From an optimization exercise on the open Yosys and OpenROAD flow, aimed at small area; shortcuts taken in it are not production practice.
In this exercise RTL edits were held to simulation tests only and were not proved equivalent to the original.
Power is estimated from default activity; no workload was simulated.

$ cat design/flow/config.mk
export PLATFORM = sky130hd
export DESIGN_NAME = matmul_top
export DESIGN_NICKNAME = matmul_top
export VERILOG_FILES = /design/flow/design.v
export SDC_FILE = /design/flow/constraint.sdc
export NUM_CORES = 4
export LEC_CHECK = 0
export ABC_AREA = 1
export CAP_MARGIN = 20
export CORE_MARGIN = 2
export CORE_UTILIZATION = 40
export CTS_BUF_LIST = sky130_fd_sc_hd__clkbuf_8
export CTS_CLUSTER_DIAMETER = 60
export CTS_CLUSTER_SIZE = 16
export SLEW_MARGIN = 20
$ cat design/flow/constraint.sdc
create_clock -name core_clock -period 6.5 [get_ports {clk}]
set_input_delay 1.3000 -clock core_clock [delete_from_list [all_inputs] [get_ports {clk}]]
set_output_delay 1.3000 -clock core_clock [all_outputs]
set_load 0.01 [all_outputs]
$ cat design/flow/design.v
`default_nettype none
package weight_pkg;
    localparam int LANES = 3;
    localparam int LOW_BASE = 5;
    localparam int HIGH_BASE = 7;
    localparam int CODE_LIMIT = HIGH_BASE * HIGH_BASE * LOW_BASE;
    localparam int OP_W = 3;
    typedef logic [7:0] packed_weights_t;
    typedef logic [LANES*OP_W-1:0] weight_lane_t;
endpackage
`default_nettype wire
`default_nettype none
package array_pkg;
    localparam int SLICES = 3;
    localparam int LANES = 3;
    localparam int ROWS = LANES * SLICES;
    localparam int COLS = SLICES;
    localparam int ACT_W = 8;
    localparam int ACC_W = 17;
    localparam int RESULT_W = 8;
    localparam int RESULT_SHIFT = 9;
    typedef logic signed [ACT_W-1:0] activation_t;
    typedef logic [ACC_W-1:0] acc_t;
    typedef logic [RESULT_W-1:0] result_t;
endpackage
`default_nettype wire
`default_nettype none
module weight_decoder (
    input  weight_pkg::packed_weights_t code,
    output weight_pkg::weight_lane_t lanes
);
    logic valid;
    logic [7:0] by_low;
    logic [2:0] top_digit;
    logic [2:0] mid_digit;
    logic [2:0] low_digit;
    assign valid = code < 8'(weight_pkg::CODE_LIMIT);
    assign by_low = code / 8'(weight_pkg::LOW_BASE);
    assign low_digit = valid ? 3'(code % 8'(weight_pkg::LOW_BASE)) : 3'd0;
    assign mid_digit = valid ? 3'(by_low % 8'(weight_pkg::HIGH_BASE)) : 3'd0;
    assign top_digit = valid ? 3'(by_low / 8'(weight_pkg::HIGH_BASE)) : 3'd0;
    assign lanes[0*weight_pkg::OP_W +: weight_pkg::OP_W] = top_digit;
    assign lanes[1*weight_pkg::OP_W +: weight_pkg::OP_W] = mid_digit;
    assign lanes[2*weight_pkg::OP_W +: weight_pkg::OP_W] = low_digit;
endmodule
`default_nettype wire
`default_nettype none
module operand_buffer (
    input  logic clk,
    input  logic reset,
    input  logic read_out,
    input  weight_pkg::weight_lane_t lanes,
    input  array_pkg::activation_t activation,
    output logic [3*weight_pkg::LANES*weight_pkg::OP_W-1:0] win_ops,
    output array_pkg::activation_t act_d3,
    output logic [1:0] slice,
    output logic [5:0] event_d
);
    logic ev;
    logic last_slice;
    logic complete;
    logic win0;
    logic win1;
    weight_pkg::weight_lane_t ops_d1;
    weight_pkg::weight_lane_t ops_d2;
    array_pkg::activation_t act_d1;
    array_pkg::activation_t act_d2;
    assign ev = reset | read_out;
    assign last_slice = slice == 2'd2;
    assign complete = last_slice & ~ev;
    always_ff @(posedge clk) begin
        if (ev || last_slice) begin
            slice <= 2'd0;
        end else begin
            slice <= slice + 2'd1;
        end
    end
    always_ff @(posedge clk) begin
        win0 <= complete;
        win1 <= win0;
        event_d <= {event_d[4:0], ev};
    end
    always_ff @(posedge clk) begin
        ops_d1 <= lanes;
        ops_d2 <= ops_d1;
        act_d1 <= activation;
        act_d2 <= act_d1;
        act_d3 <= act_d2;
        if (complete) begin
            win_ops <= {lanes, ops_d1, ops_d2};
        end else if (!(win0 || win1)) begin
            win_ops <= '0;
        end
    end
endmodule
`default_nettype wire
`default_nettype none
module mac_array (
    input  logic clk,
    input  logic [3*weight_pkg::LANES*weight_pkg::OP_W-1:0] win_ops,
    input  array_pkg::activation_t act_d3,
    input  logic ev,
    input  logic [5:0] event_d,
    input  logic [array_pkg::ROWS-1:0] stay,
    output logic [3*array_pkg::ROWS*array_pkg::RESULT_W-1:0] slot_hi
);
    localparam int OPW = weight_pkg::OP_W;
    localparam int LO = array_pkg::RESULT_SHIFT;
    localparam int HI = array_pkg::ACC_W - LO;
    localparam int RW = array_pkg::RESULT_W;
    function automatic logic [9:0] addend(input logic [2:0] digit, input logic [7:0] a,
                                          input logic low);
        logic [8:0] v;
        logic neg;
        if (low) begin
            neg = digit >= 3'd3;
            case (digit)
                3'd1, 3'd3: v = {a[7], a};
                3'd2, 3'd4: v = {a, 1'b0};
                default: v = 9'd0;
            endcase
        end else begin
            neg = digit[2];
            case (digit)
                3'd1, 3'd4: v = {{2{a[7]}}, a[7:1]};
                3'd2, 3'd5: v = {a[7], a};
                3'd3, 3'd6: v = {a, 1'b0};
                default: v = 9'd0;
            endcase
        end
        addend = {neg, v ^ {9{neg}}};
    endfunction
    function automatic logic [LO:0] add_lo(input logic [LO-1:0] acc, input logic [LO-1:0] x,
                                           input logic cin);
        logic c;
        logic p;
        c = cin;
        for (int i = 0; i < LO; i++) begin
            p = acc[i] ^ x[i];
            add_lo[i] = p ^ c;
            c = (acc[i] & x[i]) | (p & c);
        end
        add_lo[LO] = c;
    endfunction
    function automatic logic [HI-1:0] add_hi(input logic [HI-1:0] acc, input logic s,
                                             input logic cin);
        logic c;
        logic p;
        c = cin;
        for (int i = 0; i < HI; i++) begin
            p = acc[i] ^ s;
            add_hi[i] = p ^ c;
            c = (acc[i] & s) | (p & c);
        end
    endfunction
    logic clear_lo;
    logic capture;
    assign clear_lo = ev | event_d[0] | event_d[1];
    assign capture = event_d[0] | event_d[1] | event_d[2];
    logic clear_row0;
    assign clear_row0 = event_d[3] | event_d[4] | event_d[5];
    for (genvar r = 0; r < array_pkg::ROWS; r++) begin : g_ring
        localparam int SL = r / 3;
        localparam int LN = r % 3;
        logic [2:0] op;
        logic neg;
        logic [8:0] x;
        assign op = win_ops[(SL*3+LN)*OPW +: OPW];
        assign {neg, x} = addend(op, act_d3, LN == 2);
        if (r == 0) begin : g_lazy
            array_pkg::acc_t slot0_q;
            array_pkg::acc_t slot1_q;
            array_pkg::acc_t slot2_q;
            logic [LO-1:0] lo_in;
            logic [HI-1:0] hi_in;
            logic [LO:0] lo_sum;
            logic [HI-1:0] hi_sum;
            assign lo_in = clear_row0 ? '0 : slot2_q[LO-1:0];
            assign hi_in = clear_row0 ? '0 : slot2_q[array_pkg::ACC_W-1:LO];
            assign lo_sum = add_lo(lo_in, x, neg);
            always_comb begin
                case ({x[8], lo_sum[LO]})
                    2'b01: hi_sum = hi_in + 1'b1;
                    2'b10: hi_sum = hi_in - 1'b1;
                    default: hi_sum = hi_in;
                endcase
            end
            always_ff @(posedge clk) begin
                slot0_q <= {hi_sum, lo_sum[LO-1:0]};
                slot1_q <= slot0_q;
                slot2_q <= slot1_q;
            end
            assign slot_hi[0*RW +: RW] = slot0_q[LO +: RW];
            assign slot_hi[1*RW +: RW] = slot1_q[LO +: RW];
            assign slot_hi[2*RW +: RW] = slot2_q[LO +: RW];
        end else begin : g_split
            localparam int E = (r == 1) ? 1 : (r <= 3) ? 2 : (r <= 7) ? 3 : 4;
            logic [LO-1:0] lo0_q;
            logic [LO-1:0] lo1_q;
            logic [LO-1:0] lo2_q;
            logic [HI-1:0] hi0_q;
            logic [HI-1:0] hi1_q;
            logic [HI-1:0] hi2_q;
            logic [E-1:0] ext0_q;
            logic [E-1:0] ext1_q;
            logic [E-1:0] ext2_q;
            logic frozen0_q;
            logic frozen1_q;
            logic frozen2_q;
            logic carry_q;
            logic sign_q;
            logic [LO:0] lo_sum;
            logic [HI-1:0] hi_in;
            logic [HI-1:0] hi_sum;
            logic keep;
            assign lo_sum = add_lo(lo2_q, x, neg);
            assign hi_in = frozen0_q ? {{(HI-E){ext0_q[E-1]}}, ext0_q} : hi0_q;
            assign hi_sum = add_hi(hi_in, sign_q, carry_q);
            assign keep = frozen0_q & stay[r];
            always_ff @(posedge clk) begin
                lo0_q <= clear_lo ? '0 : lo_sum[LO-1:0];
                carry_q <= lo_sum[LO];
                sign_q <= x[8];
                hi0_q <= hi2_q;
                ext0_q <= ext2_q;
                frozen0_q <= frozen2_q;
                lo1_q <= lo0_q;
                if (keep && !capture) begin
                    hi1_q <= hi0_q;
                end else begin
                    hi1_q <= hi_sum;
                end
                ext1_q <= capture ? '0 : hi_sum[E-1:0];
                frozen1_q <= capture | keep;
                lo2_q <= lo1_q;
                hi2_q <= hi1_q;
                ext2_q <= ext1_q;
                frozen2_q <= frozen1_q;
            end
            assign slot_hi[(3*r+0)*RW +: RW] = hi0_q;
            assign slot_hi[(3*r+1)*RW +: RW] = hi1_q;
            assign slot_hi[(3*r+2)*RW +: RW] = hi2_q;
        end
    end
endmodule
`default_nettype wire
`default_nettype none
module result_queue (
    input  logic clk,
    input  logic reset,
    input  logic read_out,
    input  logic [1:0] slice,
    input  logic [5:0] event_d,
    input  logic [3*array_pkg::ROWS*array_pkg::RESULT_W-1:0] slot_hi,
    output logic [array_pkg::ROWS-1:0] stay,
    output array_pkg::result_t result
);
    localparam int RW = array_pkg::RESULT_W;
    logic active_q;
    logic zero_q;
    logic [3:0] row_q;
    logic [1:0] col_q;
    logic [1:0] phase_q;
    logic [1:0] step_col;
    logic step_before;
    always_ff @(posedge clk) begin
        if (reset) begin
            active_q <= 1'b0;
        end else if (read_out) begin
            active_q <= 1'b1;
            row_q <= '0;
            col_q <= '0;
            phase_q <= slice;
            zero_q <= event_d[0] | event_d[1] | event_d[2];
        end else if (active_q) begin
            if (col_q == 2'd2) begin
                col_q <= 2'd0;
                row_q <= row_q + 4'd1;
                if (row_q == 4'd8) begin
                    active_q <= 1'b0;
                end
            end else begin
                col_q <= col_q + 2'd1;
            end
        end
    end
    always_comb begin
        case (phase_q + col_q)
            2'd0: step_col = 2'd0;
            2'd1: step_col = 2'd1;
            2'd2: step_col = 2'd2;
            default: step_col = 2'd0;
        endcase
    end
    assign step_before = col_q < step_col;
    for (genvar r = 0; r < array_pkg::ROWS; r++) begin : g_stay
        assign stay[r] = active_q & ((row_q < 4'(r)) | ((row_q == 4'(r)) & step_before));
    end
    always_comb begin
        result = '0;
        for (int r = 0; r < array_pkg::ROWS; r++) begin
            for (int s = 0; s < 3; s++) begin
                if (active_q && !zero_q && row_q == 4'(r) && phase_q == 2'(s)) begin
                    result = result | slot_hi[(3*r+s)*RW +: RW];
                end
            end
        end
    end
endmodule
`default_nettype wire
`default_nettype none
module matmul_top (
    input  logic clk,
    input  logic reset,
    input  weight_pkg::packed_weights_t weights_in,
    input  array_pkg::activation_t activation_in,
    input  logic read_out,
    output array_pkg::result_t result
);
    weight_pkg::weight_lane_t lanes;
    logic [3*weight_pkg::LANES*weight_pkg::OP_W-1:0] win_ops;
    array_pkg::activation_t act_d3;
    logic [1:0] slice;
    logic [5:0] event_d;
    logic ev;
    logic [array_pkg::ROWS-1:0] stay;
    logic [3*array_pkg::ROWS*array_pkg::RESULT_W-1:0] slot_hi;
    assign ev = reset | read_out;
    weight_decoder u_decoder (
        .code  (weights_in),
        .lanes (lanes)
    );
    operand_buffer u_buffer (
        .clk        (clk),
        .reset      (reset),
        .read_out   (read_out),
        .lanes      (lanes),
        .activation (activation_in),
        .win_ops    (win_ops),
        .act_d3     (act_d3),
        .slice      (slice),
        .event_d    (event_d)
    );
    mac_array u_array (
        .clk     (clk),
        .win_ops (win_ops),
        .act_d3  (act_d3),
        .ev      (ev),
        .event_d (event_d),
        .stay    (stay),
        .slot_hi (slot_hi)
    );
    result_queue u_queue (
        .clk      (clk),
        .reset    (reset),
        .read_out (read_out),
        .slice    (slice),
        .event_d  (event_d),
        .slot_hi  (slot_hi),
        .stay     (stay),
        .result   (result)
    );
endmodule
`default_nettype wire
$ cat design/flow/run.sh
#!/bin/bash
# synth_recipe.tcl (not shown) runs the flow's synth.tcl, then flattens the netlist and writes it again
# the make line also repeats each setting of config.mk as NAME=value (left out here)
make -C /OpenROAD-flow-scripts/flow DESIGN_CONFIG=/design/flow/config.mk WORK_HOME=/design/flow/orfs CLKGATE_MAP_FILE= SYNTH_SCRIPT=/design/flow/synth_recipe.tcl finish
==> run summary, run 1 <==
Routing:
- The number of remaining DRC errors is 0.
- The total via count in the routed design is 15290.
- The first routing iteration left 986 violations.
- Wires add up to 49.76 mm.
- The via-per-instance ratio is 4.748.
- The routed length per placed instance is 15.45 µm.
- The pre-antenna-repair detailed-routing pass consisted of 5 iterations.
- Once detail routing completed, the nets flagged for antenna violations numbered 0.

Clock network:
- Hold repair after CTS inserted 0 buffers.
- The clock edge transition at the registers on the reported setup and hold paths is 100 ps.
- The clock buffer count from CTS is 50.
- No sink is reached through more buffers than the 3 on the longest clock path.
- The tree is rooted in a sky130_fd_sc_hd__clkbuf_8.
- The H-tree depth reported by CTS is 2.
- The clock tree from TritonCTS is done.
- The clock net in this run drives a total of 651 sinks.
- For the worst-skew pair, the clock arrives at the later sink with an insertion delay of 670 ps.

Pwr:
- The peak supply drop is 0.0002472 V.
- The static leakage is 0.01001 µW.
- For this design the ratio of total power to cell area is 273.4 mW/mm².

Critical path:
- The largest single stage delay on the critical path is 440 ps.
- In this design, the critical path's most frequently occurring cell is sky130_fd_sc_hd__fa_2.
- The critical-path maximum fanout is 3.
- STA classifies the critical path endpoint as a register.
- For the worst setup path, the data arrival time is 6780 ps.
- The worst setup path is of the register to register kind.
- The critical path launch point type is a register.
- The largest individual stage delay along the critical path comes from the cell sky130_fd_sc_hd__edfxtp_1.
- For the worst setup path, the data required time is 7100 ps.

Place:
- The congestion estimate from routability-driven global placement came to 0.8598.
- The placed instances occupy a cell area of 0.02520 mm².
- Once placement completed, the tool counted placed cells totaling 3141.
- Port buffering added 26 buffers.
- The detailed-placement wirelength estimate is 35.28 mm.

STA:
- The count of final setup violators is 0.
- The count of pins over their slew limit is 0.
- For the pin with the worst max-slew slack, the measured transition is 1032 ps.
- Setup total negative slack on the finished layout was measured at 0 ps.
- For the final database, setup skew stands at 43.81 ps.
- Setup repair after global routing left no endpoint under its margin.
- Static timing analysis puts the maximum clock frequency at 161.9 MHz.
- The final critical-path share of the clock period is 0.9505.
- After layout, the minimum clock period comes to 6178 ps.
- The tightest hold path in the finished design has a slack of 303.7 ps.
- The number of endpoints with negative hold slack in the final report is 0.
- The worst relative slew slack is 0.3096.

Synth:
- Ranked by instance count, the synthesized netlist is headed by sky130_fd_sc_hd__dfxtp_1, sky130_fd_sc_hd__inv_1, sky130_fd_sc_hd__nand2_1.
- The number of distinct library cells after synthesis is 53.
- The synthesis-stage register bit count is 651.
- Ranked by total cell area, the synthesized netlist is headed by sky130_fd_sc_hd__dfxtp_1, sky130_fd_sc_hd__fa_1, sky130_fd_sc_hd__inv_1, sky130_fd_sc_hd__nand2_1, sky130_fd_sc_hd__edfxtp_1.
- After synthesis, the largest family of logic cells by area is adder cells.
- The most common flop cell mapped by yosys is sky130_fd_sc_hd__dfxtp_1.
- The number of enable-type register cells in the synthesized netlist is 36.
- The cell count after synthesis came out at 2354.
- The share of synthesized area in the top cell type comes to 0.5156.
- The post-synthesis area per instance is 10.14 µm².
- The net count after synthesis is 2525.
- Of the total synthesized cell area, the portion taken by XOR and XNOR cells is 0.03815.
- During synthesis, Yosys emitted a total of 3 warnings.
- After synthesis the cells add up to 0.02388 mm².
- The share of synthesized cell area in full adder, half adder and majority cells is 0.1202.
- The most numerous cell in the Yosys netlist is sky130_fd_sc_hd__dfxtp_1.
- The async set-reset flop share out of synthesis is 0.
- The portion of the post-synthesis area used by sequential elements is 0.5609.
- Of the total synthesized cell area, the portion taken by AND, OR, NAND and NOR gates is 0.1177.
- The share of the synthesized area in compound gates (AO/OA/AOI/OAI) came to 0.09783.
- The largest total area in the synthesized netlist belongs to sky130_fd_sc_hd__dfxtp_1.
- The post-synthesis mux area share is 0.001415.

GRT:
- The via count of the first global-routing pass is 15310.
- The initial antenna violation count is 2.
- The maximum number of pins on one net before global-route repair is 43.
- Across every metal layer, demand over resource in global routing totals 0.1664.
- For this run the aggregate overflow at the end of global routing stands at 0.
- The first-pass GRT wire length is 80.82 mm.

Flow run:
- The max-capacitance violation count is 0.

Hold path:
- The min-delay analysis places its worst path in the category register to register.

Layout:
- Of the cells placed in the final design, the portion with a size suffix greater than 1 is 0.07277.
- The footprint of the multi-input gates is 0.009020 mm².
- From synthesis to final layout, the design area changed by 9.646%.
- The area of all placed cells without fillers is 0.02618 mm².
- The count of cells in the finished layout, fillers not included, comes to 3220.
- Registers take 0.01339 mm².
- The count of nets after finishing is 2594.
- The total of fill cells in the finished design is 5609.

Floorplanning:
- The floorplan row count is 89.
- From left edge to right edge, the die measures 248.3 µm.
- The initial standard-cell utilization of the core is 0.4046.
- The die extent in y is 248.3 µm.
- The area of the die is 0.06167 mm².
- The area of the core is 0.05902 mm².
- The count of boundary I/O pins is 27.

Status:
- The flow ran to the end and the layout has no timing, DRC or antenna violations.
## power by group
| part | total [µW] | switching [µW] | internal, µW |
|---|---|---|---|
| Combinational | 680 | 440 | 239 |
| Clock | 2140 | 1300 | 837 |
| Sequential | 4340 | 115 | 4220 |
## metrics by stage
step | worst slack, ps | total power (µW) | util
3_3_place_gp | 102.5 | 5078 | 0.4269
2_1_floorplan | 73.50 | 4912 | -
4_1_cts | 20.95 | 7241 | 0.4427
5_1_grt | 17.07 | 7506 | 0.4436
3_5_place_dp | 1.876 | 5106 | 0.4269
6_report | 321.8 | 7157 | 0.4436
## final cells by class
type / instances / area share
Antenna cell: 1 / 0.00009557
Tap cell: 773 / 0.03694
Timing Repair Buffer: 62 / 0.02026
Multi-Input combinational cell: 1297 / 0.3445
Clock inverter: 19 / 0.005496
Clock buffer: 56 / 0.02944
Inverter: 361 / 0.05175
Sequential cell: 651 / 0.5115
## state kept, by name (all words and copies together) (netlist names), 9 cells and up
| register | flops |
|---|---|
| u_array.g_ring.g_split.hi1_q | 64 |
| u_array.g_ring.g_split.ext0_q | 21 |
| u_array.g_ring.g_lazy.slot2_q | 17 |
| u_array.g_ring.g_split.lo2_q | 72 |
| u_array.g_ring.g_lazy.slot0_q | 17 |
| u_array.g_ring.g_split.lo1_q | 72 |
| u_array.g_ring.g_split.hi2_q | 64 |
| u_buffer.ops_d1 | 9 |
| u_array.g_ring.g_split.hi0_q | 64 |
| u_buffer.win_ops | 27 |
| u_array.g_ring.g_split.lo0_q | 72 |
| u_array.g_ring.g_split.ext2_q | 21 |
| u_buffer.ops_d2 | 9 |
| u_array.g_ring.g_lazy.slot1_q | 17 |
| u_array.g_ring.g_split.ext1_q | 21 |
## cells in the final DEF, fill, tap and decap left out, types with 4 or more instances in the layout
cell type	instances
sky130_fd_sc_hd__fa_1	123
sky130_fd_sc_hd__nand2_1	316
sky130_fd_sc_hd__nor2_2	5
sky130_fd_sc_hd__a221oi_1	16
sky130_fd_sc_hd__a21oi_1	53
sky130_fd_sc_hd__inv_1	352
sky130_fd_sc_hd__xnor2_1	18
sky130_fd_sc_hd__or2_2	9
sky130_fd_sc_hd__clkbuf_8	56
sky130_fd_sc_hd__o221ai_1	32
sky130_fd_sc_hd__nor3_1	11
sky130_fd_sc_hd__edfxtp_1	36
sky130_fd_sc_hd__nand4_1	14
sky130_fd_sc_hd__nand3_2	6
sky130_fd_sc_hd__clkinv_1	10
sky130_fd_sc_hd__nand3_1	43
sky130_fd_sc_hd__o21ai_0	166
sky130_fd_sc_hd__inv_2	9
sky130_fd_sc_hd__nand2_2	19
sky130_fd_sc_hd__nand3_4	4
sky130_fd_sc_hd__buf_4	36
sky130_fd_sc_hd__clkdlybuf4s50_1	26
sky130_fd_sc_hd__o21a_1	6
sky130_fd_sc_hd__a2111oi_0	10
sky130_fd_sc_hd__o2111ai_1	4
sky130_fd_sc_hd__xor2_1	85
sky130_fd_sc_hd__o211ai_1	14
sky130_fd_sc_hd__o21ai_1	8
sky130_fd_sc_hd__fa_2	6
sky130_fd_sc_hd__a32o_1	4
sky130_fd_sc_hd__dfxtp_1	615
sky130_fd_sc_hd__ha_1	22
sky130_fd_sc_hd__nor2_1	218
sky130_fd_sc_hd__o22ai_1	39
## what timing repair did
| item | in CTS | in global routing |
|---|---|---|
| pin swaps | 0 | 5 |
| buffers inserted | 1 | 2 |
| resized for setup | 2 | 13 |
| endpoints found under the setup margin | 1 | 3 |
| gates cloned | 0 | 0 |
## worst paths after layout
kind / start / end / slack [ps] / cells past startpoint
setup / recovery: u_buffer.win_ops[2]$_SDFFCE_PN0P_ / u_array.g_ring[0].g_lazy.slot0_q[16]$_DFF_P_ / 320 / 29
hold / removal: u_array.g_ring[3].g_split.lo0_q[3]$_SDFF_PP0_ / u_array.g_ring[3].g_split.lo1_q[3]$_DFF_P_ / 300 / 0
setup reg to reg: u_buffer.win_ops[2]$_SDFFCE_PN0P_ / u_array.g_ring[0].g_lazy.slot0_q[16]$_DFF_P_ / 320 / 29
hold reg to reg: u_array.g_ring[3].g_split.lo0_q[3]$_SDFF_PP0_ / u_array.g_ring[3].g_split.lo1_q[3]$_DFF_P_ / 300 / 0
## cells by family after synthesis
family                     count (synthesis)
muxes                                      3
AOI/OAI and AO/OA                        378
and+or+nand+nor                          660
xor gates and xnor gates                 104
DFF                                      651
adders and majority gates                152
buffers and inverters                    406
## critical path, delay by kind of cell, from the launching register on
kind	cells	cell delay, ps
flops	1	440
xor+xnor	2	300
compound gates	8	1190
simple gates	5	540
fa+ha+maj	10	3400
buf+inv	4	260
## layer usage
layer	GRT usage	routed length [µm]
met3	0.02381	2471
met5	0	0
met2	0.2679	22370
met4	0.06338	1664
met1	0.2271	23260
==> inputs of run 2 (changes only) <==
--- a/design/flow/config.mk
+++ b/design/flow/config.mk
@@ -11,5 +11,5 @@
 export CORE_UTILIZATION = 40
-export CTS_BUF_LIST = sky130_fd_sc_hd__clkbuf_8
-export CTS_CLUSTER_DIAMETER = 60
-export CTS_CLUSTER_SIZE = 16
+export CTS_BUF_LIST = sky130_fd_sc_hd__clkbuf_16
+export CTS_CLUSTER_DIAMETER = 100
+export CTS_CLUSTER_SIZE = 30
 export SLEW_MARGIN = 20
==> run 2 against run 1 <==
Effect of this change:
- global-route usage fell by 0.41 points
- total power is 3.4% lower
- critical path depth unchanged
- non-clock buffer count stayed put
- cell count is 1.2% lower
- core utilization shrank 0.40 points
- first-iteration DRC count shrank 10%
- critical endpoint unchanged
- largest cell class unchanged
==> run summary, run 2 <==
Synth:
- The synthesis-stage register bit count is 651 (unchanged).
- The xor/xnor cell area share of the yosys netlist is 0.03815 (unchanged).
- The share of the synthesized area in compound gates (AO/OA/AOI/OAI) was 0.09783 (unchanged).
- The portion of the post-synthesis area used by sequential elements is 0.5609 (unchanged).
- The net count after synthesis was 2525 (unchanged).
- The simple-gate area share of the yosys netlist is 0.1177 (unchanged).
- The number of enable-type register cells in the synthesized netlist is 36 (unchanged).
- Sorting the synthesized cells by area gives the leading types as sky130_fd_sc_hd__dfxtp_1, sky130_fd_sc_hd__fa_1, sky130_fd_sc_hd__inv_1, sky130_fd_sc_hd__nand2_1, sky130_fd_sc_hd__edfxtp_1.
- The async set-reset flop share out of synthesis is 0 (unchanged).
- The Yosys warning count is 3 (unchanged).
- Of all cell types, the one taking the most synthesized area is sky130_fd_sc_hd__dfxtp_1.
- The largest family of logic cells by synthesized area is adder cells.
- The post-synthesis area per instance was 10.14 µm² (unchanged).
- In the synthesized netlist, the cells that appear most often are sky130_fd_sc_hd__dfxtp_1, sky130_fd_sc_hd__inv_1, sky130_fd_sc_hd__nand2_1.
- The area of the mapped netlist is 0.02388 mm² (unchanged).
- The share of synthesized cell area in full adder, half adder and majority cells came to 0.1202 (unchanged).
- The number of distinct library cells after synthesis came to 53 (unchanged).
- The post-synthesis cell count is 2354 (unchanged).
- The most numerous cell in the Yosys netlist is sky130_fd_sc_hd__dfxtp_1.
- The area share of the leading cell type in the synthesized netlist is 0.5156 (unchanged).
- In the synthesized netlist the dominant register cell turns out to be sky130_fd_sc_hd__dfxtp_1.
- The post-synthesis mux area share is 0.001415 (unchanged).

Status:
- The flow ran to the end and the layout has no timing, DRC or antenna violations.

Clock network:
- The insertion delay to the later sink of the worst-skew pair came to 610 ps (-60 ps).
- The number of hold-repair buffers added at the cts stage came to 0 (unchanged).
- The number of clock sinks was 651 (unchanged).
- The H-tree depth reported by CTS came to 1 (-1).
- The clock buffer count from CTS is 25 (-50%).
- The cell sitting at the root of the clock tree is a sky130_fd_sc_hd__clkbuf_16.
- The clock tree from TritonCTS is done.
- The clock edge transition at the registers on the reported setup and hold paths is 120 ps (+20 ps).
- The maximum number of buffers from clock root to sink is 3 (unchanged).

GRT:
- The maximum number of pins on one net before global-route repair is 43 (unchanged).
- The first-pass GRT wire length is 79.56 mm (-1.6%).
- The via count of the first global-routing pass is 15030 (-1.8%).
- The global router's overall resource usage is 0.1623 (-0.004106).
- The initial antenna violation count came to 1 (-1).
- The leftover overflow at the end of global routing came to 0 (unchanged).

Layout:
- The fraction of final layout cells with drive strength greater than 1 is 0.05858 (-0.01419).
- The number of standard cells in the layout, taps in and fillers out is 3180 (-1.2%).
- The count of nets after finishing is 2569 (-0.96%).
- The most frequent standard cell in the layout excluding fill and tap cells is sky130_fd_sc_hd__dfxtp_1.
- The number of antenna repair diodes is 0 (-1).
- In the layout the commonest cells are sky130_fd_sc_hd__dfxtp_1, sky130_fd_sc_hd__inv_1, sky130_fd_sc_hd__nand2_1, sky130_fd_sc_hd__nor2_1, sky130_fd_sc_hd__o21ai_0.
- The largest registers in the layout are u_array.g_ring.g_split.lo0_q (72), u_array.g_ring.g_split.lo1_q (72), u_array.g_ring.g_split.lo2_q (72).
- The area of all placed cells without fillers is 0.02594 mm² (-0.91%).
- The growth of design area from synthesis to finish is 8.651%.

STA:
- The count of pins over their slew limit is 0 (unchanged).
- The count of final setup violators is 0 (unchanged).
- The largest clock skew in the final design came to 25.05 ps (-18.76 ps).
- The setup slack of the critical path after layout is 312.4 ps (-9.468 ps).
- The setup TNS is 0 ps (unchanged).
- The actual slew at the worst max-slew pin is 1079 ps (+47.68 ps).
- Setup repair after global routing left no endpoint under its margin.
- The number of endpoints with negative hold slack in the final report is 0 (unchanged).
- The clock period minus worst slack is 6188 ps (+9.468 ps).
- The worst relative slew slack was 0.2617 (-0.04786).
- The final critical-path share of the clock period is 0.9519 (+0.001457).
- The maximum achievable frequency was 161.6 MHz (-0.15%).

Floorplanning:
- The count of boundary I/O pins is 27 (unchanged).
- The initial standard-cell utilization of the core is 0.4046 (unchanged).
- The area of the die is 0.06167 mm² (unchanged).
- The width of the chip is 248.3 µm (unchanged).
- The area of the core came to 0.05902 mm² (unchanged).
- The floorplan row count came to 89 (unchanged).
- The die extent in y was 248.3 µm (unchanged).

Pwr:
- The peak supply drop is 0.0002164 V (-12%).
- The static leakage is 0.009868 µW (-1.4%).
- The total chip power is 6915 µW (-3.4%).
- The power per standard cell area is 266.5 mW/mm² (-2.5%).

Place:
- The placer congestion estimate is 0.8598 (unchanged).
- The total cell area at the placement stage is 0.02520 mm² (unchanged).
- The count of buffers from port buffering was 26 (unchanged).
- The minimum setup slack after placement is 1.876 ps (unchanged).
- The detailed-placement wirelength estimate was 35.28 mm (unchanged).
- The instance count after placement with tap cells included is 3141 (unchanged).

Routing:
- The total via count in the routed design is 15170 (-0.77%).
- The number of remaining DRC errors is 0 (unchanged).
- The via-per-instance ratio was 4.770 (+0.48%).
- The number of design-rule violations left by the first detailed-router iteration is 884 (-10%).
- The number of detailed-routing iterations run before antenna repair came to 6 (+1).
- The sum of routed wire length over all layers is 48.94 mm (-1.6%).
- The remaining number of nets flagged by the antenna check after routing is 0 (unchanged).
- The routed length per placed instance is 15.39 µm (-0.41%).

Critical path:
- The nature of the critical path endpoint is a register.
- The arrival time reported for the critical path endpoint came to 6720 ps (-60 ps).
- The most repeated library cell on the critical path is sky130_fd_sc_hd__fa_2.
- The critical path in this run is classified as register to register.
- The critical path launch point type is a register.
- The master of the slowest instance on the critical path is sky130_fd_sc_hd__edfxtp_1.
- The required time of the worst setup path came to 7030 ps (-70 ps).
- The critical-path maximum fanout was 3 (unchanged).
- The critical path's largest stage delay is 450 ps (about the same).

Flow run:
- The max-capacitance violation count is 0 (unchanged).

Hold path:
- The type of the worst min-delay path is register to register.
run 2: worst paths after layout:
check	from	end	slack, ps	depth (start not counted)
max	u_buffer.win_ops[2]$_SDFFCE_PN0P_	u_array.g_ring[0].g_lazy.slot0_q[16]$_DFF_P_	310	29
min	u_array.g_ring[5].g_split.lo1_q[4]$_DFF_P_	u_array.g_ring[5].g_split.lo2_q[4]$_DFF_P_	320	0
max reg2reg	u_buffer.win_ops[2]$_SDFFCE_PN0P_	u_array.g_ring[0].g_lazy.slot0_q[16]$_DFF_P_	310	29
min reg2reg	u_array.g_ring[5].g_split.lo1_q[4]$_DFF_P_	u_array.g_ring[5].g_split.lo2_q[4]$_DFF_P_	320	0
run 2: through the flow:
stage / utilization / hold WS (ps)
final: 0.4396 / 320.2
after global routing: 0.4396 / 334.1
after CTS: 0.4387 / 326.6
after detailed placement: 0.4269 / 312.1
after global placement: 0.4269 / 310.0
after floorplan: - / 309.6
run 2: critical path, delay by kind of cell (launching register included):
family | cells | cell delay [ps]
fa+ha+maj | 10 | 3400
compound gates | 8 | 1190
simple gates | 5 | 550
flops | 1 | 450
xor+xnor | 2 | 300
buf+inv | 4 | 240
run 2: timing repair:
action / in CTS / in global routing
gates resized for setup: 2 / 14
pin swaps: 0 / 5
endpoints found under the setup margin: 1 / 3
buffers inserted: 1 / 2
run 2: logic make-up after synthesis:
group	Yosys count
muxes	3
and+or+nand+nor	660
xor gates and xnor gates	104
buffers and inverters	406
DFF	651
AOI/OAI and AO/OA	378
adders and majority gates	152
run 2: cell type report:
| cell class | instances | area, µm² |
|---|---|---|
| Multi-Input combinational cell | 1297 | 9020 |
| Inverter | 361 | 1355 |
| Sequential cell | 651 | 13390 |
| Fill cell | 5627 | 33070 |
| Timing Repair Buffer | 62 | 530.5 |
| Clock inverter | 11 | 53.80 |
| Clock buffer | 25 | 625.6 |
| Tap cell | 773 | 967.2 |
run 2: routing by layer:
metal,up-vias,wire [µm],GRT usage
met5,-,0,0
met4,0,1139,0.04359
met3,57,2288,0.02090
met2,304,22470,0.2668
met1,7256,23040,0.2255
li1,7553,-,-
run 2: power by group:
part / leakage, µW / internal, µW / switching (µW)
logic: 0.00410 / 239 / 440
clock network: 0.000367 / 710 / 1190
registers: 0.00541 / 4230 / 115
==> inputs of run 3 (changes only) <==
--- a/design/flow/config.mk
+++ b/design/flow/config.mk
@@ -8,3 +8,3 @@
 export ABC_AREA = 1
-export CAP_MARGIN = 20
+export CAP_MARGIN = 0
 export CORE_MARGIN = 2
@@ -14,2 +14,2 @@
 export CTS_CLUSTER_SIZE = 30
-export SLEW_MARGIN = 20
+export SLEW_MARGIN = 0
==> run 3 against run 2 <==
Effect of this change:
- register-to-register slack barely moved
- cell area unchanged
- die area unchanged
- sequential share of layout area unchanged
- routed wire length unchanged
- clock power about the same
- flip-flop and latch count unchanged
- critical endpoint unchanged
- largest cell class unchanged
==> run summary, run 3 <==
Status:
- The flow ran to the end and the layout has no timing, DRC or antenna violations.

Critical path:
- In this run the critical register-to-register path is captured at u_array.g_ring[0].g_lazy.slot0_q[16]$_DFF_P_.
- On the critical path, the stage with the largest delay is an instance of sky130_fd_sc_hd__edfxtp_1.
- The startpoint identified for the worst register-to-register timing path is u_buffer.win_ops[2]$_SDFFCE_PN0P_.
- The critical path's largest stage delay came to 450 ps (about the same).
- The critical-path maximum fanout is 3 (unchanged).
- The most repeated library cell on the critical path is sky130_fd_sc_hd__fa_2.
- The arrival time reported for the critical path endpoint is 6720 ps (about the same).
- The required time of the worst setup path is 7030 ps (about the same).
- The critical path start-end classification is register to register.
- The nature of the critical path endpoint is a register.
- The number of cell instances on the worst register-to-register path is 29 (unchanged).
- The critical path launch point type is a register.
- The reg-to-reg setup timing slack was 310 ps (about the same).

Floorplanning:
- The floorplan row count is 89 (unchanged).
- The width of the chip is 248.3 µm (unchanged).
- The die extent in y is 248.3 µm (unchanged).
- The area of the die is 0.06167 mm² (unchanged).
- The count of boundary I/O pins is 27 (unchanged).
- The initial standard-cell utilization of the core is 0.4046 (unchanged).
- The area of the core is 0.05902 mm² (unchanged).

GRT:
- The maximum number of pins on one net before global-route repair came to 43 (unchanged).
- The initial antenna violation count is 1 (unchanged).
- The leftover overflow at the end of global routing came to 0 (unchanged).
- The global router's overall resource usage is 0.1623 (unchanged).
- The via count of the first global-routing pass was 15030 (unchanged).
- The first-pass GRT wire length was 79.56 mm (unchanged).

Clock network:
- The clock edge transition at the registers on the reported setup and hold paths is 120 ps (about the same).
- The clock buffer count from CTS is 25 (unchanged).
- The clock tree root driver cell is sky130_fd_sc_hd__clkbuf_16.
- The insertion delay to the later sink of the worst-skew pair is 610 ps (about the same).
- The H-tree depth reported by CTS is 1 (unchanged).
- The number of clock sinks is 651 (unchanged).
- The maximum number of buffers from clock root to sink is 3 (unchanged).
- TritonCTS built the clock tree.

STA:
- The number of endpoints with negative hold slack in the final report came to 0 (unchanged).
- The setup TNS is 0 ps (unchanged).
- The actual slew at the worst max-slew pin was 1079 ps (unchanged).
- The final critical-path share of the clock period is 0.9519 (unchanged).
- The setup slack of the critical path after layout is 312.4 ps (unchanged).
- Setup repair after global routing left no endpoint under its margin.
- The count of pins over their slew limit is 0 (unchanged).
- The largest clock skew in the final design came to 25.05 ps (unchanged).
- The clock period minus worst slack is 6188 ps (unchanged).
- The maximum achievable frequency was 161.6 MHz (unchanged).
- The count of final setup violators is 0 (unchanged).
- The worst relative slew slack is 0.2617 (unchanged).

Pwr:
- The sequential share of power is 0.628 (about the same).
- The share of total power in combinational logic is 0.098 (about the same).
- The static leakage is 0.009868 µW (unchanged).
- The clock network fraction of total power was 0.274 (about the same).
- The peak supply drop is 0.0002164 V (unchanged).
- The net switching power is 1740 µW (unchanged).
- The internal power of the cells is 5174 µW (unchanged).
- The power per standard cell area is 266.5 mW/mm² (unchanged).
- The fraction of power spent switching nets is 0.2517 (unchanged).

Synth:
- The synthesis-stage register bit count was 651 (unchanged).
- Among all flip-flop cells after synthesis, the most frequent one is sky130_fd_sc_hd__dfxtp_1.
- The area of the mapped netlist is 0.02388 mm² (unchanged).
- The top cell type by total area after synthesis is sky130_fd_sc_hd__dfxtp_1.
- The area share of the leading cell type in the synthesized netlist is 0.5156 (unchanged).
- The number of distinct library cells after synthesis is 53 (unchanged).
- The net count after synthesis is 2525 (unchanged).
- By area the synthesized netlist is led by sky130_fd_sc_hd__dfxtp_1, sky130_fd_sc_hd__fa_1, sky130_fd_sc_hd__inv_1, sky130_fd_sc_hd__nand2_1, sky130_fd_sc_hd__edfxtp_1.
- The commonest cells after synthesis are sky130_fd_sc_hd__dfxtp_1, sky130_fd_sc_hd__inv_1, sky130_fd_sc_hd__nand2_1.
- The async set-reset flop share out of synthesis came to 0 (unchanged).
- The number of enable-type register cells in the synthesized netlist is 36 (unchanged).
- The post-synthesis area per instance is 10.14 µm² (unchanged).
- The portion of the post-synthesis area used by sequential elements was 0.5609 (unchanged).
- By instance count, the leading cell after synthesis is sky130_fd_sc_hd__dfxtp_1.
- The post-synthesis cell count came to 2354 (unchanged).
- The Yosys warning count is 3 (unchanged).

Routing:
- The total via count in the routed design came to 15170 (unchanged).
- The sum of routed wire length over all layers is 48.94 mm (unchanged).
- The remaining number of nets flagged by the antenna check after routing was 0 (unchanged).
- The number of design-rule violations left by the first detailed-router iteration is 884 (unchanged).
- The number of detailed-routing iterations run before antenna repair is 6 (unchanged).
- The routed length per placed instance is 15.39 µm (unchanged).
- The via-per-instance ratio came to 4.770 (unchanged).
- The number of remaining DRC errors is 0 (unchanged).

Hold path:
- The worst hold path begins at u_array.g_ring[5].g_split.lo1_q[4]$_DFF_P_.
- The worst hold path belongs to the class register to register.
- The instance count along the most critical hold path is 0 (unchanged).
- For hold timing, the worst endpoint is u_array.g_ring[5].g_split.lo2_q[4]$_DFF_P_.

Place:
- The detailed-placement wirelength estimate is 35.28 mm (unchanged).
- The count of buffers from port buffering is 26 (unchanged).
- The placer congestion estimate came to 0.8598 (unchanged).
- The minimum setup slack after placement is 1.876 ps (unchanged).

Layout:
- The count of nets after finishing is 2569 (unchanged).
- The largest registers in the layout are u_array.g_ring.g_split.lo0_q (72), u_array.g_ring.g_split.lo1_q (72), u_array.g_ring.g_split.lo2_q (72).
- The number of antenna repair diodes was 0 (unchanged).
- The fraction of final layout cells with drive strength greater than 1 is 0.05858 (unchanged).
- The growth of design area from synthesis to finish is 8.651% (unchanged).
- The library cell used most frequently in the layout, excluding fill and tap cells, is sky130_fd_sc_hd__dfxtp_1.
- The top cell types in the final layout, fill and taps aside, are sky130_fd_sc_hd__dfxtp_1, sky130_fd_sc_hd__inv_1, sky130_fd_sc_hd__nand2_1, sky130_fd_sc_hd__nor2_1, sky130_fd_sc_hd__o21ai_0.

Flow run:
- The max-capacitance violation count is 0 (unchanged).
run 3: cell counts after synthesis:
Identical to the previous run, type by type.
run 3: critical path: cells and delay by family (launching register included):
family                     cells  cell delay [ps]
AOI/OAI and AO/OA              8             1190
DFF                            1              450
adders and majority gates     10             3400
xor gates and xnor gates       2              300
and+or+nand+nor                5              550
buffers and inverters          4              240
run 3: cell families (layout without fill, tap and decap cells):
group,Yosys count,in the layout,share of synthesized area
muxes,3,3,0.001415
buffers and inverters,406,459,0.06382
xor gates and xnor gates,104,104,0.03814
DFF,651,651,0.5609
adders and majority gates,152,152,0.1202
AOI/OAI and AO/OA,378,378,0.09783
and+or+nand+nor,660,660,0.1177
run 3: layer usage:
layer	wire, µm	track usage	up-vias
li1	-	-	7553
met1	23040	0.2255	7256
met2	22470	0.2668	304
met3	2288	0.02090	57
met4	1139	0.04359	0
met5	0	0	-
run 3: how the worst max path moves through the flow:
stage | from | cells after the start | endpoint
final | u_buffer.win_ops[2]$_SDFFCE_PN0P_ | 29 | u_array.g_ring[0].g_lazy.slot0_q[16]$_DFF_P_
after global routing | u_buffer.win_ops[2]$_SDFFCE_PN0P_ | 29 | u_array.g_ring[0].g_lazy.slot0_q[16]$_DFF_P_
after CTS | u_buffer.win_ops[2]$_SDFFCE_PN0P_ | 30 | u_array.g_ring[0].g_lazy.slot0_q[16]$_DFF_P_
after detailed placement | u_buffer.win_ops[2]$_SDFFCE_PN0P_ | 29 | u_array.g_ring[0].g_lazy.slot0_q[16]$_DFF_P_
after global placement | u_buffer.win_ops[2]$_SDFFCE_PN0P_ | 29 | u_array.g_ring[0].g_lazy.slot0_q[16]$_DFF_P_
after floorplan | u_buffer.win_ops[2]$_SDFFCE_PN0P_ | 29 | u_array.g_ring[0].g_lazy.slot0_q[16]$_DFF_P_
run 3: cell type report:
type / count / area [µm²]
fill: 5627 / 33070
inverter: 361 / 1355
multi-input combinational: 1297 / 9020
timing repair buffer: 62 / 530.5
tap: 773 / 967.2
clock inverter: 11 / 53.80
sequential: 651 / 13390
clock buffer: 25 / 625.6
run 3: what timing repair did:
action / CTS / global route
endpoints found under the setup margin: 1 / 3
hold buffers: 0 / 0
buffers inserted: 1 / 2
pin swaps: 0 / 5
gates resized for setup: 2 / 14
run 3: power by group through the flow:
stage	Clock [µW]	Combinational, µW	Sequential (µW)
after floorplan	0	523	4390
after global placement	0	650	4430
after detailed placement	0	674	4430
after CTS	1960	679	4340
after global routing	2100	774	4370
final	1900	679	4340
run 3: per-stage QoR:
step | total power (µW) | instance area, µm² | hold slack (ps) | cells | util
global placement | 5078 | 25200 | 310.0 | 3141 | 0.4269
floorplan | 4912 | 23880 | 309.6 | 2354 | -
global route | 7242 | 25940 | 334.1 | 3180 | 0.4396
CTS | 6983 | 25890 | 326.6 | 3178 | 0.4387
finish | 6915 | 25940 | 320.2 | 3180 | 0.4396
detailed placement | 5106 | 25200 | 312.1 | 3141 | 0.4269
==> inputs of run 4 (changes only) <==
--- a/design/flow/design.v
+++ b/design/flow/design.v
@@ -298,9 +298,38 @@
     end
+    logic [1:0] lag;
+    logic [2:0] col_ahead;
+    logic [3:0] row_ahead;
+    array_pkg::result_t pick_q [3];
+    array_pkg::result_t row0_pick;
+    always_comb begin
+        case (phase_q)
+            2'd0: lag = 2'd2;
+            2'd1: lag = 2'd0;
+            default: lag = 2'd1;
+        endcase
+        col_ahead = 3'(col_q) + 3'(lag);
+        row_ahead = (col_ahead >= 3'd3) ? row_q + 4'd1 : row_q;
+        pick_q[0] = '0;
+        for (int r = 1; r < array_pkg::ROWS; r++) begin
+            if (row_ahead == 4'(r)) begin
+                pick_q[0] = slot_hi[(3*r+1)*RW +: RW];
+            end
+        end
+        case (phase_q)
+            2'd0: row0_pick = slot_hi[0*RW +: RW];
+            2'd1: row0_pick = slot_hi[1*RW +: RW];
+            default: row0_pick = slot_hi[2*RW +: RW];
+        endcase
+    end
+    always_ff @(posedge clk) begin
+        pick_q[1] <= pick_q[0];
+        pick_q[2] <= pick_q[1];
+    end
     always_comb begin
         result = '0;
-        for (int r = 0; r < array_pkg::ROWS; r++) begin
-            for (int s = 0; s < 3; s++) begin
-                if (active_q && !zero_q && row_q == 4'(r) && phase_q == 2'(s)) begin
-                    result = result | slot_hi[(3*r+s)*RW +: RW];
-                end
+        if (active_q && !zero_q) begin
+            if (row_q == 4'd0) begin
+                result = row0_pick;
+            end else begin
+                result = pick_q[lag];
             end
--- a/design/flow/config.mk
+++ b/design/flow/config.mk
@@ -8,3 +8,3 @@
 export ABC_AREA = 1
-export CAP_MARGIN = 0
+export CAP_MARGIN = 20
 export CORE_MARGIN = 2
@@ -14,2 +14,2 @@
 export CTS_CLUSTER_SIZE = 30
-export SLEW_MARGIN = 0
+export SLEW_MARGIN = 20
==> run 4 against run 3 <==
Effect of this change:
- worst hold slack lost 13 ps
- total power grew 2.7%
- global-route usage shrank 1.4 points
- cell area shrank 0.44%
- count of clock-buffer cells in the layout grew 1
- routed wire length shrank 10%
- via count shrank 6.1%
- fmax grew 0.36%
- area after synthesis shrank 0.63%
- first-iteration DRC count shrank 16%
- synthesized cell count shrank 3.7%
- clock skew grew 11 ps
- largest cell class unchanged
- highest routed layer unchanged
==> run summary, run 4 <==
Routing:
- The number of design-rule violations left by the first detailed-router iteration was 742 (-16%).
- The sum of routed wire length over all layers came to 44.07 mm (-10%).
- The routed length per placed instance is 14.28 µm (-7.2%).
- The number of detailed-routing iterations run before antenna repair is 7 (+1).
- The remaining number of nets flagged by the antenna check after routing came to 0 (unchanged).
- The number of remaining DRC errors is 0 (unchanged).
- The via-per-instance ratio is 4.617 (-3.2%).
- The total via count in the routed design was 14240 (-6.1%).

Layout:
- The post-route core utilization came to 0.4393 (about the same).
- In the layout the commonest cells are sky130_fd_sc_hd__dfxtp_1, sky130_fd_sc_hd__inv_1, sky130_fd_sc_hd__nand2_1, sky130_fd_sc_hd__nor2_1, sky130_fd_sc_hd__o21ai_0.
- The growth of design area from synthesis to finish is 8.858%.
- The fraction of final layout cells with drive strength greater than 1 is 0.06791 (+0.009327).
- The largest registers in the layout are u_array.g_ring.g_split.lo0_q (72), u_array.g_ring.g_split.lo1_q (72), u_array.g_ring.g_split.lo2_q (72).
- The number of antenna repair diodes is 0 (unchanged).
- The library cell used most frequently in the layout, excluding fill and tap cells, is sky130_fd_sc_hd__dfxtp_1.
- The count of nets after finishing is 2477 (-3.6%).

Pwr:
- The static leakage is 0.01005 µW (+1.8%).
- The peak supply drop was 0.0002316 V (+7.0%).
- The power per standard cell area was 274.9 mW/mm² (+3.1%).

Critical path:
- The most repeated library cell on the critical path is sky130_fd_sc_hd__fa_2.
- The critical-path maximum fanout is 4 (+1).
- The critical path's largest stage delay is 460 ps (about the same).
- The master of the slowest instance on the critical path is sky130_fd_sc_hd__edfxtp_1.
- The arrival time reported for the critical path endpoint came to 6670 ps (-50 ps).
- The worst setup path is captured at a register.
- The worst setup path is launched from a register.
- The critical path start-end classification is register to register.
- The required time of the worst setup path is 7000 ps (-30 ps).

Clock network:
- The clock tree from TritonCTS is done.
- The insertion delay to the later sink of the worst-skew pair came to 610 ps (about the same).
- The clock tree root driver cell is sky130_fd_sc_hd__clkbuf_16.
- The maximum number of buffers from clock root to sink is 3 (unchanged).
- The H-tree depth reported by CTS was 1 (unchanged).
- The clock buffer count from CTS is 26 (+4.0%).
- The number of clock sinks came to 667 (+2.5%).
- The clock edge transition at the registers on the reported setup and hold paths is 110 ps (about the same).

Synth:
- The area of the mapped netlist came to 0.02373 mm² (-0.63%).
- The post-synthesis cell count is 2266 (-3.7%).
- Of all cell types, the one taking the most synthesized area is sky130_fd_sc_hd__dfxtp_1.
- The Yosys warning count came to 4 (+1).
- The number of enable-type register cells in the synthesized netlist came to 36 (unchanged).
- In the synthesized netlist, the cells that appear most often are sky130_fd_sc_hd__dfxtp_1, sky130_fd_sc_hd__inv_1, sky130_fd_sc_hd__nand2_1.
- The async set-reset flop share out of synthesis is 0 (unchanged).
- The net count after synthesis came to 2439 (-3.4%).
- By area the synthesized netlist is led by sky130_fd_sc_hd__dfxtp_1, sky130_fd_sc_hd__fa_1, sky130_fd_sc_hd__inv_1, sky130_fd_sc_hd__nand2_1, sky130_fd_sc_hd__edfxtp_1.
- In the synthesized netlist the dominant register cell turns out to be sky130_fd_sc_hd__dfxtp_1.
- The area share of the leading cell type in the synthesized netlist is 0.5323 (+0.01676).
- The number of distinct library cells after synthesis is 55 (+3.8%).
- The portion of the post-synthesis area used by sequential elements came to 0.5779 (+0.01705).
- The post-synthesis area per instance is 10.47 µm² (+3.2%).
- Among all cell types in the netlist, the one instantiated most often is sky130_fd_sc_hd__dfxtp_1.
- The synthesis-stage register bit count is 667 (+2.5%).

STA:
- The maximum achievable frequency is 162.2 MHz (+0.36%).
- The worst relative slew slack came to 0.3987 (+0.1370).
- The actual slew at the worst max-slew pin came to 898.6 ps (-180.9 ps).
- The count of final setup violators is 0 (unchanged).
- The clock period minus worst slack is 6166 ps (-22.04 ps).
- The largest clock skew in the final design is 36.43 ps (+11.38 ps).
- The number of endpoints with negative hold slack in the final report is 0 (unchanged).
- The setup TNS was 0 ps (unchanged).
- The worst hold slack is 307.3 ps (-12.94 ps).
- The count of pins over their slew limit is 0 (unchanged).
- The final critical-path share of the clock period was 0.9486 (-0.003390).
- Setup repair after global routing left no endpoint under its margin.

Floorplanning:
- The area of the die came to 0.06129 mm² (-0.62%).
- The area of the core is 0.05880 mm² (-0.38%).
- The initial standard-cell utilization of the core was 0.4036 (-0.001021).
- The floorplan row count is 89 (unchanged).
- The width of the chip is 247.6 µm (-0.31%).
- The count of boundary I/O pins is 27 (unchanged).
- The die extent in y is 247.6 µm (-0.31%).

Place:
- The count of buffers from port buffering is 26 (unchanged).
- The placer congestion estimate is 0.8130 (-5.4%).
- The detailed-placement wirelength estimate was 31.42 mm (-11%).

GRT:
- The via count of the first global-routing pass was 14470 (-3.7%).
- The first-pass GRT wire length is 73.79 mm (-7.3%).
- The initial antenna violation count came to 1 (unchanged).
- The leftover overflow at the end of global routing is 0 (unchanged).
- The maximum number of pins on one net before global-route repair is 40 (-7.0%).
- The global router's overall resource usage is 0.1481 (-0.01421).

Status:
- The run finished with no timing, DRC or antenna violations.

Flow run:
- The max-capacitance violation count came to 0 (unchanged).

Hold path:
- The min-delay analysis places its worst path in the category register to register.
## run 4: cell count changes after synthesis, moves of 6 or more
cell	delta
sky130_fd_sc_hd__dfxtp_1	+16
sky130_fd_sc_hd__a2111oi_0	-10
sky130_fd_sc_hd__nor2_1	-16
sky130_fd_sc_hd__nand3_1	+12
sky130_fd_sc_hd__a21oi_1	-14
sky130_fd_sc_hd__inv_1	-26
sky130_fd_sc_hd__a221oi_1	-10
sky130_fd_sc_hd__nand2_1	-27
sky130_fd_sc_hd__o21ai_0	-19
sky130_fd_sc_hd__mux2i_1	+6
sky130_fd_sc_hd__o22ai_1	-9
## run 4: area by class of cell
class	count	area (µm²)
multi-input cells	1213	8645
fillers	5521	32970
clock buffers	26	650.6
well taps	773	967.2
clock inverters	10	66.31
repair buffers	58	520.5
flip-flops and latches	667	13710
inverters	338	1269
## run 4: metal layers
metal / track usage / share of wire / up-vias
li1: - / - / 7187
met1: 0.2055 / 0.48 / 6788
met2: 0.2504 / 0.46 / 225
met3: 0.01871 / 0.036 / 44
met4: 0.02624 / 0.017 / 0
met5: 0 / 0 / -
## run 4: cells by family (layout without fill, tap and decap cells)
| family | count (synthesis) | in the layout | share of synthesized area |
|---|---|---|---|
| AOI/OAI and AO/OA | 315 | 315 | 0.08057 |
| xor gates and xnor gates | 103 | 103 | 0.03865 |
| and+or+nand+nor | 632 | 632 | 0.1156 |
| buffers and inverters | 386 | 432 | 0.06106 |
| adders and majority gates | 154 | 154 | 0.1223 |
| muxes | 9 | 9 | 0.003849 |
| DFF | 667 | 667 | 0.5779 |
## run 4: repair_timing
action	4_1_cts	5_1_grt
pin swaps	0	1
gates resized for setup	1	19
setup endpoints to repair	1	10
setup buffers	1	0
hold buffers	0	0
## run 4: critical path, delay by kind of cell (launching register included)
kind	cells	cell delay, ps
fa+ha+maj	10	3430
xor+xnor	1	140
compound gates	9	1150
simple gates	6	540
buf+inv	4	370
flops	1	460
## run 4: final timing paths
kind                                                                     from                                           end  slack, ps  cells after the start
worst max-delay path                        u_buffer.win_ops[2]$_SDFFCE_PN0P_  u_array.g_ring[0].g_lazy.slot0_q[16]$_DFF_P_        330                     30
worst min-delay path            u_array.g_ring[2].g_split.lo0_q[2]$_SDFF_PP0_    u_array.g_ring[2].g_split.lo1_q[2]$_DFF_P_        310                      0
worst max register to register              u_buffer.win_ops[2]$_SDFFCE_PN0P_  u_array.g_ring[0].g_lazy.slot0_q[16]$_DFF_P_        330                     30
worst min register to register  u_array.g_ring[2].g_split.lo0_q[2]$_SDFF_PP0_    u_array.g_ring[2].g_split.lo1_q[2]$_DFF_P_        310                      0
## run 4: report_power, final
part	leakage, µW	switching [µW]	internal [µW]
Sequential	0.00554	111	4330
Combinational	0.00414	458	262
Clock	0.000375	1200	741
## run 4: metrics by stage
step	setup WS (ps)	instances	cell area, µm²	power, µW
3_3_place_gp	148.4	3047	25010	5226
6_report	334.4	3085	25830	7101
3_5_place_dp	6.663	3048	25040	5248
4_1_cts	30.27	3085	25770	7173
2_1_floorplan	68.90	2266	23730	5040
5_1_grt	14.90	3085	25830	7433
==> inputs of run 5 (changes only) <==
--- a/design/flow/design.v
+++ b/design/flow/design.v
@@ -87,7 +87,5 @@
         act_d2 <= act_d1;
-        act_d3 <= act_d2;
+        act_d3 <= (complete || win0 || win1) ? act_d2 : '0;
         if (complete) begin
             win_ops <= {lanes, ops_d1, ops_d2};
-        end else if (!(win0 || win1)) begin
-            win_ops <= '0;
         end
==> run 5 against run 4 <==
Effect of this change:
- still clean
- clock power about the same
- sequential power about the same
- combinational power decreased by 12%
- synthesized cell count decreased by 2.1%
- via count decreased by 1.0%
- worst setup slack improved by 7.7 ps
- worst hold slack got worse by 5.1 ps
- cell area decreased by 1.1%
- critical path type is now register to output port
- largest cell class unchanged
- largest power group unchanged
- highest routed layer unchanged
==> run summary, run 5 <==
Status:
- The run finished with no timing, DRC or antenna violations.

Floorplanning:
- The count of boundary I/O pins is 27 (unchanged).
- The area of the core is 0.05781 mm² (-1.7%).
- The die extent in y is 246.1 µm (-0.57%).
- The area of the die was 0.06059 mm² (-1.1%).
- The width of the chip is 246.1 µm (-0.57%).
- The initial standard-cell utilization of the core was 0.4057 (+0.002157).
- The floorplan row count came to 88 (-1.1%).

Synth:
- The biggest area contributor in the post-synthesis netlist is sky130_fd_sc_hd__dfxtp_1.
- The area share of the leading cell type in the synthesized netlist is 0.5386 (+0.006248).
- The async set-reset flop share out of synthesis is 0 (unchanged).
- Ranked by total cell area, the synthesized netlist is headed by sky130_fd_sc_hd__dfxtp_1, sky130_fd_sc_hd__fa_1, sky130_fd_sc_hd__inv_1, sky130_fd_sc_hd__nand2_1, sky130_fd_sc_hd__edfxtp_1.
- The Yosys warning count is 4 (unchanged).
- The synthesis-stage register bit count was 667 (unchanged).
- After synthesis, the most frequently instantiated cells are sky130_fd_sc_hd__dfxtp_1, sky130_fd_sc_hd__inv_1, sky130_fd_sc_hd__nand2_1.
- sky130_fd_sc_hd__dfxtp_1 is the most common cell in the netlist.
- The most common flop cell mapped by yosys is sky130_fd_sc_hd__dfxtp_1.
- The net count after synthesis is 2391 (-2.0%).
- The portion of the post-synthesis area used by sequential elements is 0.5847 (+0.006783).
- The area of the mapped netlist is 0.02345 mm² (-1.2%).
- The number of distinct library cells after synthesis is 49 (-11%).
- The post-synthesis cell count is 2218 (-2.1%).
- The number of enable-type register cells in the synthesized netlist was 36 (unchanged).
- The post-synthesis area per instance is 10.57 µm² (+0.98%).

Pwr:
- The power per standard cell area was 274.8 mW/mm² (about the same).
- The static leakage is 0.01096 µW (+9.1%).
- The total chip power is 7018 µW (-1.2%).
- The peak supply drop is 0.0001979 V (-15%).

Critical path:
- The launching element of the worst setup path is u_queue.phase_q[0]$_DFFE_PP_.
- STA classifies the critical path startpoint as a register.
- The critical-path maximum fanout is 17 (+13).
- STA classifies the critical path endpoint as an output port.
- The critical path start-end classification is register to output port.
- The arrival time reported for the critical path endpoint was 4860 ps (-1810 ps).
- The required time of the worst setup path is 5200 ps (-1800 ps).
- The worst register-to-register path begins at u_buffer.win_ops[2]$_DFFE_PP_.

STA:
- The worst hold slack is 302.2 ps (-5.085 ps).
- The count of final setup violators is 0 (unchanged).
- The count of pins over their slew limit is 0 (unchanged).
- The clock period minus worst slack is 6158 ps (-7.675 ps).
- The maximum achievable frequency is 162.4 MHz (+0.12%).
- The largest clock skew in the final design is 27.68 ps (-8.755 ps).
- The number of endpoints with negative hold slack in the final report is 0 (unchanged).
- The actual slew at the worst max-slew pin came to 943.1 ps (+44.53 ps).
- The final critical-path share of the clock period was 0.9474 (-0.001181).
- Setup repair after global routing could not meet its margin everywhere.
- The worst relative slew slack is 0.3664 (-0.03231).
- The setup slack of the critical path after layout is 342.1 ps (+7.675 ps).

Layout:
- In the layout the commonest cells are sky130_fd_sc_hd__dfxtp_1, sky130_fd_sc_hd__inv_1, sky130_fd_sc_hd__nand2_1, sky130_fd_sc_hd__nor2_1, sky130_fd_sc_hd__o21ai_0.
- The count of nets after finishing is 2426 (-2.1%).
- The most frequent standard cell in the layout excluding fill and tap cells is sky130_fd_sc_hd__dfxtp_1.
- The fraction of final layout cells with drive strength greater than 1 is 0.06007 (-0.007836).
- The number of antenna repair diodes is 0 (unchanged).
- The largest registers in the layout are u_array.g_ring.g_split.lo0_q (72), u_array.g_ring.g_split.lo1_q (72), u_array.g_ring.g_split.lo2_q (72).
- The post-route core utilization came to 0.4419 (+0.002531).
- The growth of design area from synthesis to finish is 8.904% (about the same).

Clock network:
- The insertion delay to the later sink of the worst-skew pair is 590 ps (-20 ps).
- TritonCTS built the clock tree.
- The maximum number of buffers from clock root to sink came to 3 (unchanged).
- The number of hold-repair buffers added at the cts stage came to 0 (unchanged).
- The clock buffer count from CTS was 26 (unchanged).
- The clock edge transition at the registers on the reported setup and hold paths is 110 ps (about the same).
- In this run the clock root is driven by a sky130_fd_sc_hd__clkbuf_16.
- The number of clock sinks is 667 (unchanged).
- The H-tree depth reported by CTS was 1 (unchanged).

Routing:
- The number of detailed-routing iterations run before antenna repair is 6 (-1).
- The number of design-rule violations left by the first detailed-router iteration came to 847 (+14%).
- The remaining number of nets flagged by the antenna check after routing is 0 (unchanged).
- The routed length per placed instance is 14.22 µm (-0.44%).
- The sum of routed wire length over all layers came to 43.08 mm (-2.2%).
- The via-per-instance ratio is 4.654 (+0.80%).
- The number of remaining DRC errors is 0 (unchanged).
- The total via count in the routed design came to 14100 (-1.0%).

Place:
- The count of buffers from port buffering was 26 (unchanged).
- The placer congestion estimate came to 0.8269 (+1.7%).
- The minimum setup slack after placement is 151.4 ps (+144.7 ps).
- The detailed-placement wirelength estimate is 30.52 mm (-2.9%).

Hold path:
- The critical hold path startpoint is u_array.g_ring[8].g_split.lo0_q[7]$_SDFF_PP0_.
- The type of the worst min-delay path is register to register.

GRT:
- The via count of the first global-routing pass is 13980 (-3.4%).
- The global router's overall resource usage came to 0.1459 (-0.002147).
- The initial antenna violation count is 0 (-1).
- The maximum number of pins on one net before global-route repair is 51 (+28%).
- The first-pass GRT wire length is 71.45 mm (-3.2%).
- The leftover overflow at the end of global routing is 0 (unchanged).

Flow run:
- The max-capacitance violation count is 0 (unchanged).
## run 5: cell types whose count changed after synthesis, sizes merged, moves of 5 or more
cell,before,now
o22ai,31,24
nor3,15,10
a21oi,43,53
nor2,205,185
a22oi,1,7
inv,330,314
o211ai,12,7
## run 5: worst max-delay path, stage by stage (launching register included)
cell	delay [ps]
sky130_fd_sc_hd__edfxtp_1	430
sky130_fd_sc_hd__nor2_1	150
sky130_fd_sc_hd__clkinv_1	120
sky130_fd_sc_hd__fa_1	460
sky130_fd_sc_hd__o21ai_1	410
sky130_fd_sc_hd__o21ai_0	260
sky130_fd_sc_hd__inv_1	170
sky130_fd_sc_hd__nor2_4	100
sky130_fd_sc_hd__nand2_1	90
sky130_fd_sc_hd__inv_1	120
sky130_fd_sc_hd__nand2_1	90
sky130_fd_sc_hd__nand3_1	70
sky130_fd_sc_hd__a221oi_1	430
sky130_fd_sc_hd__nand4_1	300
sky130_fd_sc_hd__or2_2	350
sky130_fd_sc_hd__a21oi_1	150
sky130_fd_sc_hd__a211oi_1	60
sky130_fd_sc_hd__clkdlybuf4s50_1	500
## run 5: what timing repair did
action                     4_1_cts  5_1_grt
setup endpoints to repair        0        9
buffers inserted                 0        1
gates resized for setup          0       16
## run 5: power breakdown
part           switching, µW  total [µW]  internal (µW)  leakage (µW)
Sequential              90.3        4440           4350       0.00553
Clock                   1180        1950            765      0.000403
Combinational            403         631            228       0.00503
Total                   1680        7020           5340        0.0110
## run 5: layout make-up
| cell class | count | area, µm² |
|---|---|---|
| clock buffer | 27 | 675.6 |
| clock inverter | 12 | 71.32 |
| fill | 5436 | 32260 |
| inverter | 323 | 1215 |
| multi-input combinational | 1179 | 8404 |
| sequential | 667 | 13710 |
| tap | 765 | 957.2 |
| timing repair buffer | 56 | 505.5 |
## run 5: metrics by stage
stage	instances	instance area [µm²]	setup TNS (ps)
floorplan	2218	23450	0
global placement	2988	24710	0
detailed placement	2988	24710	0
CTS	3027	25450	0
global route	3029	25540	-43.91
finish	3029	25540	0
## run 5: cell families after synthesis
family,synth area share
AOI/OAI and AO/OA,0.08279
xor gates and xnor gates,0.03809
adders and majority gates,0.1238
buffers and inverters,0.05964
DFF,0.5847
muxes,0.002988
and+or+nand+nor,0.1080
## run 5: path summary, 6_finish.rpt
kind | to | slack [ps] | cells after the start
min | u_array.g_ring[8].g_split.lo1_q[7]$_DFF_P_ | 300 | 0
max reg2reg | u_array.g_ring[0].g_lazy.slot0_q[16]$_DFF_P_ | 350 | 31
max | result[3] | 340 | 17
min reg2reg | u_array.g_ring[8].g_split.lo1_q[7]$_DFF_P_ | 300 | 0
## run 5: per-layer routing
metal,global-route usage,share of wire,routed length (µm)
met3,0.02015,0.042,1799
met1,0.2061,0.48,20760
met2,0.2339,0.45,19360
met4,0.04064,0.027,1150
met5,0,0,0

-- afterwards: timing with drivers on the ports --
The results above use ideal ports. As a check the final layouts listed here were re-extracted and re-timed, cells and wires unchanged. Step 1 assumes that a clkbuf_16 drives the clock port and a buf_2 every other input. Step 2 moves the port delays by t, midway between the first and last clock arrival at a register: inputs arrive t later, outputs are due t later. That takes back most of the time a late clock gives input paths. Slacks: no drivers / after step 1 / after step 2; pairs: no drivers / after step 1.
run	shift t [ns]	setup WS [ns]	latest minus earliest clock arrival (ns)	worst register clock-pin slew, ns	pins driven straight from the clock port
run 1	0.707	0.322 / 0.322 / 0.322	0.051 / 0.051	0.11 / 0.11	1
run 2	0.655	0.312 / 0.312 / 0.312	0.025 / 0.026	0.12 / 0.12	1
run 3	0.655	0.312 / 0.312 / 0.312	0.025 / 0.026	0.12 / 0.12	1
run 4	0.647	0.334 / 0.334 / -0.011	0.040 / 0.041	0.12 / 0.12	1
run 5	0.637	0.342 / 0.281 / 0.347	0.030 / 0.030	0.11 / 0.11	1
Met with ideal ports but missed after step 2: setup timing in run 4. For run 4, which loses most, drivers alone change the setup slack by 0.000 ns; drivers and shift together by -0.345 ns.
